What follows belongs to an exercise in optimizing a design on an open flow for small area, a short achievable clock period and few clock cycles; a production flow would make more cautious choices. Function was checked by simulation only, so behaviour that the tests miss may differ from the original. Power is estimated from default activity; no workload was simulated.

// rsa_modexp
module rsa_modexp
#(
  parameter  int W   = 32,
  localparam int OPW = 2 * W
) (
  input  logic           clk,
  input  logic           rst_n,
  input  logic           start,
  input  logic [OPW-1:0] n,
  input  logic [OPW-1:0] exp,
  input  logic [OPW-1:0] msg,
  output logic [OPW-1:0] result,
  output logic           busy,
  output logic           done,
  output logic           err
);
Size: about 470 flip-flops, ~42000 um2 of cells after synthesis.
clock: 10.5 ns
lec_check: 0
cap_margin: 20
core_margin: 2
core_utilization: 55
slew_margin: 20
standard.sh (not shown) runs the stock make flow with config.mk's settings and CLKGATE_MAP_FILE= SYNTH_SCRIPT=/design/flow/synth_recipe.tcl, a recipe that flattens the netlist after the stock synthesis.
==> flow/flow/run.sh <==
#!/bin/bash
# Standard ORFS layout (the standard.sh: its synthesis, SDC and clock
# period unchanged) with a larger setup repair margin, so that repair_timing
# aims for a shorter achieved period. make's full output goes to flow_make.log;
# ORFS keeps each step's log under orfs/logs.
set -euo pipefail
bash standard.sh SETUP_SLACK_MARGIN=6.5 finish > flow_make.log 2>&1
The baseline went through all stages and came out clean.
Testbench counts at the start, summed over its fixed seeds: cycles 96,602.
Rerun with:
--- a/flow/flow/run.sh
+++ b/flow/flow/run.sh
@@ -7 +7 @@
-bash standard.sh SETUP_SLACK_MARGIN=6.5 finish > flow_make.log 2>&1
+bash standard.sh SETUP_SLACK_MARGIN=6 finish > flow_make.log 2>&1
- CORE_UTILIZATION: 55 -> 65
Effect: The new run completed with no timing, DRC or antenna violations. Maximum frequency is lower by 1.2%. Routed wire length goes down by 9.8%. Hold slack stays flat. First-iteration DRC count goes up by 3.5%. Final area is lower by 6.5%. Global-route usage climbs by 3.0 points. Combinational power drops by 18%. Utilization rose by 7.0 points. Die area drops by 15%.
Rerun with:
- CORE_UTILIZATION: 65 -> 75
Power increases by about 3.4%.
Count of clock-buffer cells in the layout decreases by 4.
Clock skew decreases by 0.0037 ns.
Sequential share of layout area decreases by 0.14 points.
Synthesized cell count does not change.
Final cell count decreases by about 1.8%.
First-iteration DRC count increases by 27%.
Worst setup slack degrades by 0.15 ns.
Rerun with:
- CORE_UTILIZATION: 75 -> 55
The new run ran to the end with no violations.
Hold slack is better by 0.019 ns.
Global-route usage is lower by 13 points.
Setup slack is better by 0.16 ns.
Final area is higher slightly.
Rerun with:
==> flow/flow/run.sh (replaced) <==
#!/bin/bash
# Standard ORFS layout (the standard.sh: its synthesis, SDC and clock
# period unchanged) with a larger setup repair margin, so that repair_timing
# aims for a shorter achieved period, and with buf_2 cells as the port
# buffers (every input and output port still gets one). make's full output
# goes to flow_make.log; ORFS keeps each step's log under orfs/logs.
set -euo pipefail
bash standard.sh SETUP_SLACK_MARGIN=6 "BUFFER_PORTS_ARGS=-buffer_cell sky130_fd_sc_hd__buf_2" finish > flow_make.log 2>&1
- CORE_UTILIZATION: 55 -> 65
The new run went through all stages and came out clean.
Via count is higher slightly.
Synthesized cell count does not change.
Clock-buffer cell count shrinks by 7.
Rerun with:
--- a/flow/flow/run.sh
+++ b/flow/flow/run.sh
@@ -4 +4 @@
-# aims for a shorter achieved period, and with buf_2 cells as the port
+# aims for a shorter achieved period, and with buf_1 cells as the port
@@ -8 +8 @@
-bash standard.sh SETUP_SLACK_MARGIN=6 "BUFFER_PORTS_ARGS=-buffer_cell sky130_fd_sc_hd__buf_2" finish > flow_make.log 2>&1
+bash standard.sh SETUP_SLACK_MARGIN=6 "BUFFER_PORTS_ARGS=-buffer_cell sky130_fd_sc_hd__buf_1" finish > flow_make.log 2>&1
Effect:
- worst hold slack degrades by 0.0060 ns
- die area does not change
- routed wire length hardly moves
- sequential power stays flat
- cell area goes down slightly
- synthesized area is unchanged

---

== run 1 ==
rsa_modexp, a different RTL version from the one above (not shown whole).
Size: about 4300 cells after synthesis, about 470 flip-flops, ~260 I/O pins, about 42000 um^2 of cells after synthesis.
export LEC_CHECK = 0
export CAP_MARGIN = 20
export CORE_MARGIN = 2
export CORE_UTILIZATION = 60
export SLEW_MARGIN = 20
create_clock -name core_clock -period 10.5 [get_ports {clk}]
==> flow/flow/run.sh <==
#!/bin/bash
# Standard ORFS layout (the standard.sh: its synthesis, SDC and clock
# period unchanged) with a larger setup repair margin, so that repair_timing
# aims for a shorter achieved period, and with buf_2 cells as the port
# buffers (every input and output port still gets one). make's full output
# goes to flow_make.log; ORFS keeps each step's log under orfs/logs.
set -euo pipefail
bash standard.sh SETUP_SLACK_MARGIN=6 "BUFFER_PORTS_ARGS=-buffer_cell sky130_fd_sc_hd__buf_2" finish > flow_make.log 2>&1
Testbench counts of run 1, summed over its fixed seeds: cycles 96,602.
## Diff of input files: run 2 against run 1
-- flow/config.mk --
<<< run 1, line 8
export CAP_MARGIN = 20
export CORE_MARGIN = 2
export CORE_UTILIZATION = 60
export SLEW_MARGIN = 20
>>> run 2, line 8
export CAP_MARGIN = 20
export CORE_MARGIN = 2
export CORE_UTILIZATION = 65
export SLEW_MARGIN = 20
Findings:
Result: PASS for each of run 1 and run 2. As far as power consumption is concerned, run 2 and run 1 perform about the same. Max total detailed-routing wirelength across run 1 and run 2: run 1. Per the comparison of run 2 with run 1, global-route wire length before repair lost 0.92%, fraction of area in clock buffers and inverters increased by 0.15 points relative to the old numbers.
diff inputs: run 2 => run 3
-- flow/flow/run.sh --
<<< run 2, line 6
# goes to flow_make.log; ORFS keeps each step's log under orfs/logs.
set -euo pipefail
bash standard.sh SETUP_SLACK_MARGIN=6 "BUFFER_PORTS_ARGS=-buffer_cell sky130_fd_sc_hd__buf_2" finish > flow_make.log 2>&1
>>> run 3, line 6
# goes to flow_make.log; ORFS keeps each step's log under orfs/logs.
set -euo pipefail
bash standard.sh SETUP_SLACK_MARGIN=6.5 "BUFFER_PORTS_ARGS=-buffer_cell sky130_fd_sc_hd__buf_2" finish > flow_make.log 2>&1
Run 2 -> run 3: number of max-slew violations in the final report delta 0, exact match
Re worst-case headroom to the max-slew limit: run 3 is 8.6 points down on run 2.
Summary of run 3 over run 2: clock latency at the later pin of the worst-skew pair did not really move; share of the final layout cell area in sequential cells now smaller; via count has increased; hold slack increased by 12 ps relative to the old numbers; global-route wire length before repair picked up an extra 6.5%.

---

== harbor ==
rsa_modexp again, from the RTL that the note above started with.
## rsa_modexp
module rsa_modexp
#(
  parameter  int W   = 32,
  localparam int OPW = 2 * W
) (
  input  logic           clk,
  input  logic           rst_n,
  input  logic           start,
  input  logic [OPW-1:0] n,
  input  logic [OPW-1:0] exp,
  input  logic [OPW-1:0] msg,
  output logic [OPW-1:0] result,
  output logic           busy,
  output logic           done,
  output logic           err
);
==> flow/config.mk <==
export PLATFORM = sky130hd
export DESIGN_NAME = rsa_modexp
export DESIGN_NICKNAME = rsa_modexp
export VERILOG_FILES = /design/flow/design.v
export SDC_FILE = /design/flow/constraint.sdc
export NUM_CORES = 4
export LEC_CHECK = 0
export CAP_MARGIN = 20
export CORE_MARGIN = 2
export CORE_UTILIZATION = 65
export SLEW_MARGIN = 20
==> flow/constraint.sdc <==
create_clock -name core_clock -period 10.5 [get_ports {clk}]
set_input_delay 2.1000 -clock core_clock [delete_from_list [all_inputs] [get_ports {clk}]]
set_output_delay 2.1000 -clock core_clock [all_outputs]
set_load 0.01 [all_outputs]
==> flow/flow/run.sh <==
#!/bin/bash
# Standard ORFS layout (the standard.sh: its synthesis, SDC and clock
# period unchanged) with a larger setup repair margin, so that repair_timing
# aims for a shorter achieved period, and with buf_2 cells as the port
# buffers (every input and output port still gets one). make's full output
# goes to flow_make.log; ORFS keeps each step's log under orfs/logs.
set -euo pipefail
bash standard.sh SETUP_SLACK_MARGIN=6.4 "BUFFER_PORTS_ARGS=-buffer_cell sky130_fd_sc_hd__buf_2" finish > flow_make.log 2>&1
harbor has completed all stages; timing, DRC and antenna checks passed.
Testbench counts of harbor, summed over its fixed seeds: cycles 96,602.
Edits applied to the flow inputs when going from harbor to ember:
Settings: putting CTS_BUF_LIST at sky130_fd_sc_hd__clkbuf_8 where nothing was set.
Results
- Going from harbor to ember, the global-route wire length before repair was found to have gone up by about 0.9%.
- Compared ember against harbor; flip-flop and latch area within noise.
- Comparing ember and harbor, the lower wire length on met2 was measured on harbor.
- The power consumption number comes out higher for ember vs harbor.
Changes in indigo relative to ember:
Settings: clearing CTS_BUF_LIST, which used to be sky130_fd_sc_hd__clkbuf_8.
--- a/flow/flow/run.sh
+++ b/flow/flow/run.sh
@@ -8 +8 @@
-bash standard.sh SETUP_SLACK_MARGIN=6.4 "BUFFER_PORTS_ARGS=-buffer_cell sky130_fd_sc_hd__buf_2" finish > flow_make.log 2>&1
+bash standard.sh SETUP_SLACK_MARGIN=6.25 "BUFFER_PORTS_ARGS=-buffer_cell sky130_fd_sc_hd__buf_2" finish > flow_make.log 2>&1
--- outcome ---
Higher first-pass GRT wire length among indigo and ember: ember
Footprint of the multi-input gates, indigo vs ember: down by a few percent
Run comparison: indigo library cell contributing the largest single delay on the critical path sky130_fd_sc_hd__or3_1; ember library cell contributing the largest single delay on the critical path sky130_fd_sc_hd__fa_2
Changes observed in indigo relative to ember: maximum vdd drop fell by about 11%; met1 demand-to-capacity share in global routing rose by 0.62 points; power fell by about 5%.
The start point of the critical path comes out k_x2$_DFF_P_ in one run and r_a[1]$_DFF_PN0_ in the other, namely in indigo and ember respectively.
indigo ended with more clock network area share than ember.
On required time reported for the critical path endpoint: indigo sits below ember.
Cell area of indigo falls short of that of ember by a few percent.
ember → indigo: clock network power now sits higher, worst hold slack across all endpoints now sits higher.

[re-timing with driven ports]
How much do the figures lean on ideal ports? The routed layouts below were timed once more, with nothing changed but the port constraints.
Step 1 (the two cells are an assumption about what drives the block):
set clk [get_ports {clk}]
set_driving_cell -lib_cell sky130_fd_sc_hd__clkbuf_16 $clk
set_driving_cell -lib_cell sky130_fd_sc_hd__buf_2 [delete_from_list [all_inputs] $clk]
Step 2 moves the port delays by t, midway between the first and last clock arrival at a register: inputs arrive t later, outputs are due t later. That takes back most of the time a late clock gives input paths.
a / b / c = no drivers / after step 1 / after step 2; a / b = the first two.
| run | t, ns | setup slack, ns | worst setup path at the end | slew at the worst register clock pin (ns) |
|---|---|---|---|---|
| the first run of note 1 | 0.708 | 6.083 / 6.083 / 6.083 | register to register | 0.07 / 0.07 |
| the second run of note 1 | 0.720 | 6.028 / 6.028 / 6.028 | register to register | 0.07 / 0.07 |
| the third run of note 1 | 0.704 | 5.875 / 5.875 / 5.875 | register to register | 0.07 / 0.07 |
| the fourth run of note 1 | 0.724 | 6.038 / 6.038 / 6.038 | register to register | 0.07 / 0.07 |
| the fifth run of note 1 | 0.699 | 6.045 / 6.045 / 6.045 | register to register | 0.07 / 0.07 |
| the sixth run of note 1 | 0.716 | 6.051 / 6.051 / 6.051 | register to register | 0.07 / 0.07 |
| run 1 | 0.697 | 6.043 / 6.043 / 6.043 | register to register | 0.07 / 0.07 |
| run 2 | 0.710 | 6.030 / 6.030 / 6.030 | register to register | 0.07 / 0.07 |
| run 3 | 0.715 | 6.244 / 6.244 / 6.244 | register to register | 0.07 / 0.07 |
| harbor | 0.706 | 6.270 / 6.270 / 6.270 | register to register | 0.07 / 0.07 |
| ember | 0.776 | 6.223 / 6.223 / 6.223 | register to register | 0.07 / 0.07 |
| indigo | 0.719 | 6.191 / 6.191 / 6.191 | register to register | 0.07 / 0.07 |
After both steps every run listed still meets setup and hold.
